What follows belongs to an exercise in optimizing a design on an open flow for small area; a production flow would make more cautious choices. Function was checked by simulation only, so behaviour that the tests miss may differ from the original. No activity file was given, so power comes from the tool's default toggle rates.

==> flow/design.v <==
package rv32_regfile_pkg;
    localparam int unsigned DATA_WIDTH = 32;
    localparam int unsigned ADDR_WIDTH = 5;
    localparam int unsigned NUM_REGS   = 2 ** ADDR_WIDTH;
    localparam int unsigned ZERO_REG   = 0;
    typedef logic [ADDR_WIDTH-1:0] reg_addr_t;
    typedef logic [DATA_WIDTH-1:0] reg_data_t;
endpackage
module rv32_regfile_read_port (
    input  logic [31:1] sel_n,
    input  logic [31:1] bits,
    output logic        data_n
);
    logic [15:0] pair_n;   
    for (genvar k = 0; k < 15; k++) begin : g_pairs
        rv32_regfile_oai22 u_pair (
            .a1 (sel_n[2*k+1]), .a2 (bits[2*k+1]),
            .b1 (sel_n[2*k+2]), .b2 (bits[2*k+2]),
            .y  (pair_n[k])
        );
    end
    rv32_regfile_nor2 u_last (.a (sel_n[31]), .b (bits[31]), .y (pair_n[15]));
    rv32_regfile_nand16n u_out (.a_n (pair_n), .y (data_n));
endmodule
module rv32_regfile_oai22 (
    input  logic a1, a2, b1, b2,
    output logic y
);
    assign y = !((a1 | a2) & (b1 | b2));
endmodule
module rv32_regfile_nor2 (
    input  logic a, b,
    output logic y
);
    assign y = !(a | b);
endmodule
module rv32_regfile_nand16n (
    input  logic [15:0] a_n,
    output logic        y
);
    logic [3:0] group;
    for (genvar g = 0; g < 4; g++) begin : g_groups
        assign group[g] = !(|a_n[4*g +: 4]);
    end
    assign y = !(&group);
endmodule
module rv32_register_file #(
    parameter int unsigned DATA_WIDTH = rv32_regfile_pkg::DATA_WIDTH,
    parameter int unsigned ADDR_WIDTH = rv32_regfile_pkg::ADDR_WIDTH
) (
    input  logic                  clk,
    input  logic                  reset,
    input  logic [ADDR_WIDTH-1:0] r1Address,
    input  logic [ADDR_WIDTH-1:0] r2Address,
    output logic [DATA_WIDTH-1:0] r1Data,
    output logic [DATA_WIDTH-1:0] r2Data,
    input  logic                  writeRegister,
    input  logic [ADDR_WIDTH-1:0] writeAddress,
    input  logic [DATA_WIDTH-1:0] writeData
);
    localparam int unsigned NumRegs = 1 << ADDR_WIDTH;
    logic [DATA_WIDTH-1:0][NumRegs-1:1] regs_t;
    logic [NumRegs-1:1]                 sel1_n, sel2_n;
    for (genvar i = 1; i < NumRegs; i++) begin : g_regs
        logic                  we;
        logic                  valid_q;
        logic [DATA_WIDTH-1:0] data_q;
        assign we = writeRegister && (writeAddress == ADDR_WIDTH'(i));
        always_ff @(posedge clk or posedge reset) begin
            if (reset) begin
                valid_q <= 1'b0;
            end else if (we) begin
                valid_q <= 1'b1;
            end
        end
        always_ff @(posedge clk) begin
            if (we) begin
                data_q <= ~writeData;
            end
        end
        for (genvar j = 0; j < DATA_WIDTH; j++) begin : g_bits
            assign regs_t[j][i] = data_q[j];
        end
        assign sel1_n[i] = !(valid_q && (r1Address == ADDR_WIDTH'(i)));
        assign sel2_n[i] = !(valid_q && (r2Address == ADDR_WIDTH'(i)));
    end
    for (genvar j = 0; j < DATA_WIDTH; j++) begin : g_cols
        rv32_regfile_read_port u_r1 (
            .sel_n (sel1_n),
            .bits  (regs_t[j]),
            .data_n (r1Data[j])
        );
        rv32_regfile_read_port u_r2 (
            .sel_n (sel2_n),
            .bits  (regs_t[j]),
            .data_n (r2Data[j])
        );
    end
endmodule
==> flow/config.mk <==
export PLATFORM = sky130hd
export DESIGN_NAME = rv32_register_file
export DESIGN_NICKNAME = rv32_register_file
export VERILOG_FILES = /design/flow/design.v
export SDC_FILE = /design/flow/constraint.sdc
export NUM_CORES = 4
export LEC_CHECK = 0
export CAP_MARGIN = 20
export CORE_MARGIN = 2
export CORE_UTILIZATION = 50
export SLEW_MARGIN = 20
export SYNTH_HIERARCHICAL = 1
export SYNTH_MINIMUM_KEEP_SIZE = 0
==> flow/constraint.sdc <==
create_clock -name core_clock -period 6.0 [get_ports {clk}]
set_input_delay 1.2000 -clock core_clock [delete_from_list [all_inputs] [get_ports {clk}]]
set_output_delay 1.2000 -clock core_clock [all_outputs]
set_load 0.01 [all_outputs]
standard.sh (not shown) runs the stock make flow with config.mk's settings and CLKGATE_MAP_FILE= SYNTH_SCRIPT=/design/flow/synth_recipe.tcl, a recipe that flattens the netlist after the stock synthesis.
==> flow/flow/run.sh <==
#!/bin/bash
set -euo pipefail
export BUFFER_PORTS_ARGS="-buffer_cell sky130_fd_sc_hd__buf_2"
export CTS_ARGS="-sink_clustering_enable -repair_clock_nets -dont_use_dummy_load -buf_list {sky130_fd_sc_hd__clkbuf_8 sky130_fd_sc_hd__clkbuf_16} -sink_clustering_size 16 -sink_clustering_max_diameter 50"
bash standard.sh finish > standard.log 2>&1
Then changed:
==> flow/flow/run.sh (replaced) <==
#!/bin/bash
set -euo pipefail
export BUFFER_PORTS_ARGS="-buffer_cell sky130_fd_sc_hd__buf_2"
export CTS_ARGS="-sink_clustering_enable -repair_clock_nets -dont_use_dummy_load -buf_list sky130_fd_sc_hd__clkbuf_16 -sink_clustering_size 28 -sink_clustering_max_diameter 100"
bash standard.sh finish > standard.log 2>&1
Settings changed: CORE_UTILIZATION 50 to 62.
Result: First-iteration DRC count goes down by 8.5%. Register-to-register slack loses 0.03 ns. Sequential power stays flat. Power went down by 15%. Non-clock buffer count came out higher by 9. Worst hold slack is better by 0.016 ns. Clock skew stays the same. Synthesized cell count stays the same.
Then changed:
Settings changed: CAP_MARGIN 20 to 10, CORE_UTILIZATION 62 to 50, GPL_TIMING_DRIVEN set to 0, SLEW_MARGIN 20 to 10.
The new run completed with no timing, DRC or antenna violations.
Global-route usage drops by 7.9 points.
Total power went up by 0.30%.
Fmax fell by 7.2%.
Clock skew does not change.
Sequential share of layout area is lower by 2.0 points.
Core utilization came out lower by 11 points.
Routed wire length increases by 3.5%.
Cell area went up by 3.0%.
Count of clock-buffer cells in the layout is unchanged.
Then changed:
==> flow/flow/run.sh (replaced) <==
#!/bin/bash
set -euo pipefail
export BUFFER_PORTS_ARGS="-buffer_cell sky130_fd_sc_hd__buf_1"
export CTS_ARGS="-sink_clustering_enable -repair_clock_nets -dont_use_dummy_load -buf_list {sky130_fd_sc_hd__clkbuf_8 sky130_fd_sc_hd__clkbuf_16} -sink_clustering_size 16 -sink_clustering_max_diameter 50"
bash standard.sh finish > standard.log 2>&1
Settings changed: CAP_MARGIN 10 to 20, GPL_TIMING_DRIVEN 0 to not set, SLEW_MARGIN 10 to 20.
Effect:
- flip-flop and latch count stays the same
- critical path depth rose by 2
- cell area rose by 1.3%
- combinational power fell by about 4%
- clock skew is unchanged
- synthesized area is unchanged
- utilization rose by 0.77 points
- routed wire length rose by 2.1%
- cell count rose by 2.9%
- clock power rose by about 70%

==> afterwards: timing with drivers on the ports <==
The flow's constraints put no driver on any port. The routed layouts listed below were extracted and timed again, unchanged, in two steps.
Step 1: set_driving_cell puts a clkbuf_16 on clk and a buf_2 on each other input, an assumption about the parent block.
Step 2 adds t to the input delays and takes it off the output delays; t is the mean of the earliest and latest rising clock arrival at the registers after step 1. Input paths then give back, and output paths get back, about the clock's delay inside the block.
Slacks: ideal ports / drivers / drivers and shift; pairs: ideal ports / drivers.
run	t, ns	setup WS [ns]	worst hold slack (ns)	worst data-port slew with drivers (ns)	pins driven straight from the clock port
the first run	0.724	0.564 / 0.539 / 0.539	0.538 / 0.538 / 0.538	0.08	1
the second run	0.680	0.723 / 0.698 / 0.698	0.554 / 0.554 / 0.554	0.11	1
the third run	0.698	0.314 / 0.283 / 0.283	0.554 / 0.554 / 0.554	0.07	1
the fourth run	0.719	0.462 / 0.442 / 0.442	0.544 / 0.544 / 0.544	0.08	1
After both steps every run listed still meets setup and hold. For the third run, which loses most, drivers alone change the setup slack by -0.031 ns; drivers and shift together by -0.031 ns.
